This design comes from an exercise in tuning for a short achievable clock period and few clock cycles on the open sky130 flow, not from production work.
In this exercise RTL edits were held to simulation tests only and were not proved equivalent to the original.
Power is estimated from default activity; no workload was simulated.

==> flow/design.v <==
`default_nettype none
package mipsPkg;
	typedef union packed {
		struct packed {
			logic [5:0]                      opcode;
			logic [5-1:0] rs;
			logic [5-1:0] rt;
			logic [5-1:0] rd;
			logic [5-1:0]    shamt;
			logic [5:0]                      funct;
		} rType;
		struct packed {
			logic [5:0]                      opcode;
			logic [5-1:0] rs;
			logic [5-1:0] rt;
			logic [15:0]                     imm16;
		} iType;
		struct packed {
			logic [5:0]  opcode;
			logic [25:0] target26;
		} jType;
	} instrWord_t;
	typedef enum logic [2:0] {
		ALU_AND = 3'b000,
		ALU_OR  = 3'b001,
		ALU_ADD = 3'b010,
		ALU_LUI = 3'b011,
		ALU_NOR = 3'b100,
		ALU_XOR = 3'b101,
		ALU_SUB = 3'b110,
		ALU_SLT = 3'b111
	} aluOp_t;
	typedef enum logic [1:0] {
		SHIFT_SLL = 2'b00,
		SHIFT_SRL = 2'b01,
		SHIFT_SRA = 2'b10
	} shiftOp_t;
	typedef struct packed {
		logic     regWrite;
		logic     regDst;    
		logic     aluSrc;    
		logic     branch;
		logic     memWrite;
		logic     memToReg;
		logic     jump;
		aluOp_t   aluOp;
		logic     useShift;  
		shiftOp_t shiftOp;
	} ctrlSig_t;
	typedef struct packed {
		ctrlSig_t                        ctrl;
		logic [32-1:0]     srcA;
		logic [32-1:0]     regB;
		logic [32-1:0]     signImm;
		logic [5-1:0] rt;
		logic [5-1:0] rd;
		logic [5-1:0]    shamt;
	} decExec_t;
	typedef struct packed {
		logic                            regWrite;
		logic                            memWrite;
		logic                            memToReg;
		logic [32-1:0]     execOut;
		logic [32-1:0]     writeData;
		logic [5-1:0] writeReg;
	} execMem_t;
endpackage
`default_nettype wire
`timescale 1ns/10ps
`default_nettype none
module controlDecoder (
	input  wire logic [5:0]       opcode,
	input  wire logic [5:0]       funct,
	output mipsPkg::ctrlSig_t     ctrl
);
	always_comb begin
		ctrl = '0;  
		case (opcode)
			6'b000000: begin
				ctrl.regWrite = 1'b1;
				ctrl.regDst = 1'b1;
				case (funct)
					6'b100000: ctrl.aluOp = mipsPkg::ALU_ADD;
					6'b100010: ctrl.aluOp = mipsPkg::ALU_SUB;
					6'b100100: ctrl.aluOp = mipsPkg::ALU_AND;
					6'b100101:  ctrl.aluOp = mipsPkg::ALU_OR;
					6'b100111: ctrl.aluOp = mipsPkg::ALU_NOR;
					6'b100110: ctrl.aluOp = mipsPkg::ALU_XOR;
					6'b101010: ctrl.aluOp = mipsPkg::ALU_SLT;
					6'b000000: begin
						ctrl.useShift = 1'b1;
						ctrl.shiftOp = mipsPkg::SHIFT_SLL;
					end
					6'b000010: begin
						ctrl.useShift = 1'b1;
						ctrl.shiftOp = mipsPkg::SHIFT_SRL;
					end
					6'b000011: begin
						ctrl.useShift = 1'b1;
						ctrl.shiftOp = mipsPkg::SHIFT_SRA;
					end
					default: ctrl = '0;
				endcase
			end
			6'b100011: begin
				ctrl.regWrite = 1'b1;
				ctrl.aluSrc = 1'b1;
				ctrl.memToReg = 1'b1;
				ctrl.aluOp = mipsPkg::ALU_ADD;  
			end
			6'b101011: begin
				ctrl.aluSrc = 1'b1;
				ctrl.memWrite = 1'b1;
				ctrl.aluOp = mipsPkg::ALU_ADD;
			end
			6'b000100: ctrl.branch = 1'b1;  
			6'b001000: begin
				ctrl.regWrite = 1'b1;
				ctrl.aluSrc = 1'b1;
				ctrl.aluOp = mipsPkg::ALU_ADD;
			end
			6'b000010: ctrl.jump = 1'b1;
			6'b001111: begin
				ctrl.regWrite = 1'b1;
				ctrl.aluSrc = 1'b1;
				ctrl.aluOp = mipsPkg::ALU_LUI;
			end
			default: ctrl = '0;
		endcase
	end
endmodule
`default_nettype wire
`timescale 1ns/10ps
`default_nettype none
module hazardUnit (
	input  wire mipsPkg::instrWord_t             instrD,
	input  wire logic                            exRegWrite,
	input  wire logic [5-1:0] exReg,
	input  wire logic                            memRegWrite,
	input  wire logic [5-1:0] memReg,
	input  wire logic                            wbRegWrite,
	input  wire logic [5-1:0] wbReg,
	output logic                                 stall
);
	logic useRs;
	logic useRt;
	logic hazRs;
	logic hazRt;
	always_comb begin
		case (instrD.rType.opcode)
			6'b000000: begin useRs = 1'b1; useRt = 1'b1; end
			6'b101011:    begin useRs = 1'b1; useRt = 1'b1; end
			6'b000100:   begin useRs = 1'b1; useRt = 1'b1; end
			6'b100011:    begin useRs = 1'b1; useRt = 1'b0; end
			6'b001000:  begin useRs = 1'b1; useRt = 1'b0; end
			default:        begin useRs = 1'b0; useRt = 1'b0; end
		endcase
	end
	assign hazRs = (instrD.rType.rs != '0) &&
		((exRegWrite && exReg == instrD.rType.rs) ||
		 (memRegWrite && memReg == instrD.rType.rs) ||
		 (wbRegWrite && wbReg == instrD.rType.rs));
	assign hazRt = (instrD.rType.rt != '0) &&
		((exRegWrite && exReg == instrD.rType.rt) ||
		 (memRegWrite && memReg == instrD.rType.rt) ||
		 (wbRegWrite && wbReg == instrD.rType.rt));
	assign stall = (useRs && hazRs) || (useRt && hazRt);
endmodule
`default_nettype wire
`timescale 1ns/10ps
`default_nettype none
module fetchStage (
	input  wire logic                         clk,
	input  wire logic                         reset,
	input  wire logic                         stall,
	input  wire logic                         branchTaken,
	input  wire logic                         jumpTaken,
	input  wire logic [32-1:0]  branchTarget,
	input  wire logic [32-1:0]  jumpTarget,
	input  wire mipsPkg::instrWord_t          instr,
	output logic [32-1:0]       pc,
	output mipsPkg::instrWord_t               instrD,
	output logic [32-1:0]       pcPlus4D
);
	logic [32-1:0] pcPlus4;
	logic [32-1:0] pcNext;
	assign pcPlus4 = pc + 32'd4;
	assign pcNext = jumpTaken ? jumpTarget :
		branchTaken ? branchTarget : pcPlus4;
	always_ff @(posedge clk or posedge reset) begin
		if (reset) begin
			pc <= '0;
			instrD <= '0;  
			pcPlus4D <= '0;
		end else if (!stall) begin  
			pc <= pcNext;
			instrD <= instr;
			pcPlus4D <= pcPlus4;
		end
	end
endmodule
`default_nettype wire
`timescale 1ns/10ps
`default_nettype none
module decodeStage (
	input  wire logic                            clk,
	input  wire logic                            reset,
	input  wire logic                            stall,
	input  wire mipsPkg::instrWord_t             instrD,
	input  wire logic [32-1:0]     pcPlus4D,
	input  wire mipsPkg::ctrlSig_t               ctrl,
	input  wire logic                            wbRegWrite,
	input  wire logic [5-1:0] wbReg,
	input  wire logic [32-1:0]     wbResult,
	input  wire logic [5-1:0] dispSel,
	output logic [32-1:0]          dispData,
	output logic                                 branchTaken,
	output logic [32-1:0]          branchTarget,
	output logic [32-1:0]          jumpTarget,
	output logic                                 jumpTaken,
	output mipsPkg::decExec_t                    decExec
);
	logic [32-1:0] regFile [0:32-1];
	logic [32-1:0] rdA;
	logic [32-1:0] rdB;
	logic [32-1:0] signImm;
	mipsPkg::decExec_t           decExecNext;
	always_ff @(posedge clk) begin
		if (wbRegWrite)
			regFile[wbReg] <= wbResult;
	end
	assign rdA = (instrD.rType.rs != '0) ? regFile[instrD.rType.rs] : '0;
	assign rdB = (instrD.rType.rt != '0) ? regFile[instrD.rType.rt] : '0;
	assign dispData = (dispSel != '0) ? regFile[dispSel] : '0;  
	assign signImm = {{(32-16){instrD.iType.imm16[15]}}, instrD.iType.imm16};
	assign branchTaken = ctrl.branch && !stall && (rdA == rdB);
	assign branchTarget = pcPlus4D + {signImm[32-3:0], 2'b00};
	assign jumpTaken = ctrl.jump && !stall;
	assign jumpTarget = {pcPlus4D[32-1:28], instrD.jType.target26, 2'b00};
	always_comb begin
		decExecNext.ctrl = ctrl;
		decExecNext.srcA = rdA;
		decExecNext.regB = rdB;
		decExecNext.signImm = signImm;
		decExecNext.rt = instrD.rType.rt;
		decExecNext.rd = instrD.rType.rd;
		decExecNext.shamt = instrD.rType.shamt;
	end
	always_ff @(posedge clk or posedge reset) begin
		if (reset)
			decExec <= '0;  
		else if (stall)
			decExec <= '0;  
		else
			decExec <= decExecNext;
	end
endmodule
`default_nettype wire
`timescale 1ns/10ps
`default_nettype none
module executeStage (
	input  wire logic                clk,
	input  wire logic                reset,
	input  wire mipsPkg::decExec_t   decExec,
	output mipsPkg::execMem_t        execMem
);
	logic [32-1:0] srcB;
	logic [32-1:0] srcBAdd;
	logic [32-1:0] sum;
	logic [32-1:0] aluOut;
	logic [32-1:0] shiftOut;
	mipsPkg::execMem_t           execMemNext;
	assign srcB = decExec.ctrl.aluSrc ? decExec.signImm : decExec.regB;
	assign srcBAdd = decExec.ctrl.aluOp[2] ? ~srcB : srcB;  
	assign sum = decExec.srcA + srcBAdd + {{(32-1){1'b0}}, decExec.ctrl.aluOp[2]};
	always_comb begin
		case (decExec.ctrl.aluOp)
			mipsPkg::ALU_AND: aluOut = decExec.srcA & srcB;
			mipsPkg::ALU_OR:  aluOut = decExec.srcA | srcB;
			mipsPkg::ALU_ADD: aluOut = sum;
			mipsPkg::ALU_LUI: aluOut = {srcB[15:0], 16'h0000};
			mipsPkg::ALU_NOR: aluOut = ~(decExec.srcA | srcB);
			mipsPkg::ALU_XOR: aluOut = decExec.srcA ^ srcB;
			mipsPkg::ALU_SUB: aluOut = sum;
			mipsPkg::ALU_SLT: aluOut = {{(32-1){1'b0}},
				$signed(decExec.srcA) < $signed(srcB)};
			default:          aluOut = '0;
		endcase
	end
	always_comb begin
		case (decExec.ctrl.shiftOp)
			mipsPkg::SHIFT_SLL: shiftOut = decExec.regB << decExec.shamt;
			mipsPkg::SHIFT_SRL: shiftOut = decExec.regB >> decExec.shamt;
			mipsPkg::SHIFT_SRA: shiftOut = $signed(decExec.regB) >>> decExec.shamt;
			default:            shiftOut = '0;
		endcase
	end
	always_comb begin
		execMemNext.regWrite = decExec.ctrl.regWrite;
		execMemNext.memWrite = decExec.ctrl.memWrite;
		execMemNext.memToReg = decExec.ctrl.memToReg;
		execMemNext.execOut = decExec.ctrl.useShift ? shiftOut : aluOut;
		execMemNext.writeData = decExec.regB;  
		execMemNext.writeReg = decExec.ctrl.regDst ? decExec.rd : decExec.rt;
	end
	always_ff @(posedge clk or posedge reset) begin
		if (reset)
			execMem <= '0;
		else
			execMem <= execMemNext;
	end
endmodule
`default_nettype wire
`timescale 1ns/10ps
`default_nettype none
module writebackStage (
	input  wire logic                            clk,
	input  wire logic                            reset,
	input  wire mipsPkg::execMem_t               execMem,
	input  wire logic [32-1:0]     memReadData,
	output logic                                 wbRegWrite,
	output logic [5-1:0]      wbReg,
	output logic [32-1:0]          wbResult
);
	logic                        memToRegW;
	logic [32-1:0] execOutW;
	logic [32-1:0] readDataW;
	always_ff @(posedge clk or posedge reset) begin
		if (reset) begin
			wbRegWrite <= 1'b0;
			memToRegW <= 1'b0;
		end else begin
			wbRegWrite <= execMem.regWrite;
			memToRegW <= execMem.memToReg;
		end
	end
	always_ff @(posedge clk) begin
		wbReg <= execMem.writeReg;
		execOutW <= execMem.execOut;
		readDataW <= memReadData;
	end
	assign wbResult = memToRegW ? readDataW : execOutW;  
endmodule
`default_nettype wire
`timescale 1ns/10ps
`default_nettype none
module mipsCore (
	input  wire logic                            clk,
	input  wire logic                            reset,
	output logic [32-1:0]          pc,
	input  wire logic [32-1:0]     instr,
	output logic                                 memWrite,
	output logic [32-1:0]          memAddr,
	output logic [32-1:0]          memWriteData,
	input  wire logic [32-1:0]     memReadData,
	input  wire logic [5-1:0] dispSel,
	output logic [32-1:0]          dispData
);
	mipsPkg::instrWord_t             instrD;
	mipsPkg::ctrlSig_t               ctrl;
	mipsPkg::decExec_t               decExec;
	mipsPkg::execMem_t               execMem;
	logic [32-1:0]     pcPlus4D;
	logic                            branchTaken;
	logic                            jumpTaken;
	logic [32-1:0]     branchTarget;
	logic [32-1:0]     jumpTarget;
	logic                            wbRegWrite;
	logic [5-1:0] wbReg;
	logic [32-1:0]     wbResult;
	logic                            stall;
	hazardUnit hazardUnit_inst (
		.instrD(instrD),
		.exRegWrite(decExec.ctrl.regWrite),
		.exReg(decExec.ctrl.regDst ? decExec.rd : decExec.rt),
		.memRegWrite(execMem.regWrite),
		.memReg(execMem.writeReg),
		.wbRegWrite(wbRegWrite),
		.wbReg(wbReg),
		.stall(stall)
	);
	controlDecoder controlDecoder_inst (
		.opcode(instrD.rType.opcode),
		.funct(instrD.rType.funct),
		.ctrl(ctrl)
	);
	fetchStage fetchStage_inst (
		.clk(clk),
		.reset(reset),
		.stall(stall),
		.branchTaken(branchTaken),
		.jumpTaken(jumpTaken),
		.branchTarget(branchTarget),
		.jumpTarget(jumpTarget),
		.instr(instr),
		.pc(pc),
		.instrD(instrD),
		.pcPlus4D(pcPlus4D)
	);
	decodeStage decodeStage_inst (
		.clk(clk),
		.reset(reset),
		.stall(stall),
		.instrD(instrD),
		.pcPlus4D(pcPlus4D),
		.ctrl(ctrl),
		.wbRegWrite(wbRegWrite),
		.wbReg(wbReg),
		.wbResult(wbResult),
		.dispSel(dispSel),
		.dispData(dispData),
		.branchTaken(branchTaken),
		.branchTarget(branchTarget),
		.jumpTarget(jumpTarget),
		.jumpTaken(jumpTaken),
		.decExec(decExec)
	);
	executeStage executeStage_inst (
		.clk(clk),
		.reset(reset),
		.decExec(decExec),
		.execMem(execMem)
	);
	assign memWrite = execMem.memWrite;
	assign memAddr = execMem.execOut;
	assign memWriteData = execMem.writeData;
	writebackStage writebackStage_inst (
		.clk(clk),
		.reset(reset),
		.execMem(execMem),
		.memReadData(memReadData),
		.wbRegWrite(wbRegWrite),
		.wbReg(wbReg),
		.wbResult(wbResult)
	);
endmodule
`default_nettype wire
==> flow/run.sh <==
#!/bin/bash
# synth_recipe.tcl (not shown) runs the flow's synth.tcl, then flattens the netlist and writes it again
# the make line also repeats each setting of config.mk as NAME=value (left out here)
make -C /OpenROAD-flow-scripts/flow DESIGN_CONFIG=/design/flow/config.mk WORK_HOME=/design/flow/orfs CLKGATE_MAP_FILE= SYNTH_SCRIPT=/design/flow/synth_recipe.tcl finish
==> flow/config.mk <==
export PLATFORM = sky130hd
export DESIGN_NAME = mipsCore
export DESIGN_NICKNAME = mipsCore
export VERILOG_FILES = /design/flow/design.v
export SDC_FILE = /design/flow/constraint.sdc
export NUM_CORES = 4
export LEC_CHECK = 0
export CAP_MARGIN = 20
export CORE_MARGIN = 2
export CORE_UTILIZATION = 45
export SLEW_MARGIN = 20
==> flow/constraint.sdc <==
create_clock -name core_clock -period 8.0 [get_ports {clk}]
set_input_delay 1.6000 -clock core_clock [delete_from_list [all_inputs] [get_ports {clk}]]
set_output_delay 1.6000 -clock core_clock [all_outputs]
set_load 0.01 [all_outputs]
==> run notes <==
power by group:
group / leakage (nW) / internal (mW) / switching, mW
clock network: 2.43 / 4.12 / 3.02
logic: 14.4 / 1.47 / 2.11
registers: 13.2 / 8.03 / 0.334
metrics by stage:
step                      util (%)  power, mW  worst slack, ns
after floorplan                  -       10.7             2.40
after global placement        47.6       12.0             1.43
after detailed placement      47.6       12.1             1.34
after CTS                     50.6       19.1             1.35
after global routing          50.6       19.7             1.13
final                         50.6       19.1             1.37
state kept, by name, summed over array words and instances (netlist names):
name / count
decodeStage_inst.decExec: 96
fetchStage_inst.instrD: 32
fetchStage_inst.pcPlus4D: 32
writebackStage_inst.readDataW: 32
writebackStage_inst.memToRegW: 1
writebackStage_inst.execOutW: 32
decodeStage_inst.regFile: 1024
writebackStage_inst.wbRegWrite: 1
fetchStage_inst.pc: 32
executeStage_inst.execMem: 72
writebackStage_inst.wbReg: 5
logic make-up after synthesis:
kind of cell	Yosys count	synth area share, %
DFF	1359	50.2
muxes	1147	28.3
and+or+nand+nor	1014	6.21
AOI/OAI and AO/OA	845	7.18
buffers and inverters	571	3.49
xor gates and xnor gates	174	1.97
adders and majority gates	158	2.58
worst max-delay path, delay by kind of cell:
family / cells / cell delay (ns)
AND/OR/NAND/NOR: 1 / 0.08
multiplexers: 3 / 1.56
buffers and inverters: 3 / 1.57
routing by layer:
metal | track usage, % | routed length, microns | vias up | share of wire [%]
met5 | 0 | 69 | - | 0.025
met4 | 17.3 | 17600 | 6 | 6.4
met3 | 7.48 | 28900 | 725 | 11
met2 | 50.1 | 130000 | 3223 | 47
met1 | 39.5 | 98200 | 27100 | 36
li1 | - | - | 21200 | -
worst paths after layout:
check / slack, ns / start / cells after the start / to
setup / recovery: 1.37 / dispSel[0] / 7 / dispData[11]
hold / removal: 0.35 / executeStage_inst.execMem[69] / 0 / writebackStage_inst.memToRegW
setup reg to reg: 2.11 / fetchStage_inst.instrD[17] / 12 / fetchStage_inst.pc[2]
hold reg to reg: 0.35 / executeStage_inst.execMem[69] / 0 / writebackStage_inst.memToRegW
max in group asynchronous: 5.43 / reset / 3 / decodeStage_inst.decExec[115]
min in group asynchronous: 1.28 / reset / 2 / fetchStage_inst.pcPlus4D[15]
cell usage in the layout (no fill, tap or decap), types with 56 or more instances in the layout:
master / count
edfxtp_1: 1024
mux4_2: 825
nor2_1: 351
mux2i_1: 256
dfrtp_1: 255
nand2_1: 231
a21oi_1: 200
clkdlybuf4s50_1: 194
ha_1: 156
o21ai_0: 154
clkbuf_16: 150
buf_4: 149
a22oi_1: 121
xnor2_1: 115
inv_1: 103
o22ai_1: 69
nor2b_1: 69
dfxtp_1: 69
mux2_2: 66
xor2_1: 59
a211oi_1: 56
area by class of cell:
| class | instances | area share (%) |
|---|---|---|
| sequential | 1359 | 44.9 |
| multi-input combinational | 3338 | 41.7 |
| clock buffer | 181 | 4.54 |
| timing repair buffer | 359 | 3.89 |
| tap | 2233 | 3.23 |
| clock inverter | 93 | 1.26 |
| inverter | 111 | 0.488 |
| antenna | 4 | 0.0116 |
==> results.sh <==
export IMPL_netlist_instances=5268
export IMPL_critPathLaunchType="input pin"
export IMPL_placed_cells_incl_taps=7400
export IMPL_crit_arrival_ns=5.03
export IMPL_design_area_sq_um=86500
export IMPL_start_util_pct=45.2
export IMPL_synth_top_area_cell="edfxtp_1"
export IMPL_place_area_sq_um=81400
export IMPL_path_class="in2out"
export IMPL_status="timing/DRC/antenna clean"
export IMPL_grt_pass1_wl_mm=387
export IMPL_cts_sinks=1359
export IMPL_synth_ff_type="edfxtp_1"
export IMPL_layout_nets=5547
export IMPL_cts_max_path_buffers=3
export IMPL_yosysWarnings=6
export IMPL_post_synth_top_count_cell="edfxtp_1"
export IMPL_hp_class="reg2reg"
export IMPL_die_h_microns=418
export IMPL_wl_per_cell_microns=35.8
export IMPL_viasPerCell=6.81
export IMPL_grt_overflow_total=0
export IMPL_syn_nets=5497
export IMPL_routed_wirelength_mm=275
export IMPL_setup_violations=0
export IMPL_cts_resized=0
export IMPL_syn_area_per_cell_sq_um=14.7
export IMPL_synth_async_sr_flop_share_pct=19.6
export IMPL_port_buffers=199
export IMPL_cp_required_ns=6.40
export IMPL_fmax_mhz=151
export IMPL_ys_ff_latch=1359
export IMPL_seq_area_frac_synth_pct=50.2
export IMPL_worst_slew_pin_slew_ns=1.20
export IMPL_dr_first_iter_drc_count=6992
export IMPL_hold_ws_ns=0.347
export IMPL_cts_buffers=149
export IMPL_rows=152
export IMPL_hold_buffers=0
export IMPL_fin_cells=7678
export IMPL_regArea_sq_um=38800
export IMPL_dp_hpwl_mm=172
export IMPL_drc=0
export IMPL_synth_area_sq_um=77200
export IMPL_slowest_delay_ns=0.58
export IMPL_fillerInstances=14100
export IMPL_gp_congestion=0.979
export IMPL_path_cells="buf_8, buf_4, mux4_2, mux4_2, mux2i_1, nor2_1, clkdlybuf4s50_1"
export IMPL_grt_pass1_vias=51500
export IMPL_grt_max_degree=139
export IMPL_areaGrowthSynthToFinish_pct=12.0
export IMPL_finalCriticalPeriod_ns=6.63
export IMPL_drt_antenna_violating_nets=0
export IMPL_netlist_area_leader_share_pct=39.8
export IMPL_clk_pin_slew_ns=0.06
export IMPL_crit_slowest_cell="mux4_2"
export IMPL_multi_input_area_sq_um=36100
export IMPL_worst_skew_pair_late_latency_ns=0.83
export IMPL_ir_drop_v=0.000177
export IMPL_antenna_found_initial=9
export IMPL_coreArea_sq_um=171000
export IMPL_ioPinCount=200
export IMPL_fp_dieArea_sq_um=175000
export IMPL_cp_common_cell="mux4_2"
export IMPL_crit_path_end_kind="primary output"
export IMPL_finClkSkew_ns=0.0379
export IMPL_post_cts_setup_buffers=0
export IMPL_maxCapViolations=0
export IMPL_fin_tns_setup_ns=0
export IMPL_synth_area_leaders="edfxtp_1, mux4_2, dfrtp_1"
export IMPL_path_max_fanout=66
export IMPL_die_w_microns=418
export IMPL_drive_above_1_share_pct=25.2
export IMPL_fin_crit_sh_pct=82.9
export IMPL_p_per_area_nw_per_um2=221
export IMPL_cts_root_buf="clkbuf_16"
export IMPL_final_max_slew_viol_count=0
export IMPL_rsz0062_at_grt="no"
export IMPL_p_leak_nw=30.0
export IMPL_cts_tree="built"
export IMPL_cts_htree_levels=4
export IMPL_synth_edff_count=1024
export IMPL_slew_headroom_pct=19.1
export IMPL_synth_distinct_cells=80
export IMPL_grtUsageTotal_pct=31.4
export IMPL_synthTopCellsByCount="edfxtp_1, mux4_2, nor2_1, dfrtp_1, mux2i_1"
export IMPL_drtPass1Iterations=8
export IMPL_hold_viol=0
export IMPL_num_vias=52300
Testbench counts, summed over its fixed seeds: cycles 19,029.

==> static timing again, ports no longer ideal <==
The flow's constraints put no driver on any port. The routed layout listed below was extracted and timed again, unchanged, in two steps.
Step 1 sets driving cells, clkbuf_16 on the clock port and buf_2 on the other inputs (assumed; they add their load-dependent delay and slew).
Step 2 adds t to the input delays and takes it off the output delays; t is the mean of the earliest and latest rising clock arrival at the registers after step 1. Input paths then give back, and output paths get back, about the clock's delay inside the block.
Three values: ideal ports, drivers, drivers and shift; two values: the first two.
shift t [ns]: 0.898
setup slack, ns: 1.367 / 1.321 / 1.321
worst setup path after step 2: input to output
clock arrival spread, ns: 0.038 / 0.038
After both steps setup and hold are still met in this run. For this run, drivers alone change the setup slack by -0.046 ns; drivers and shift together by -0.046 ns.
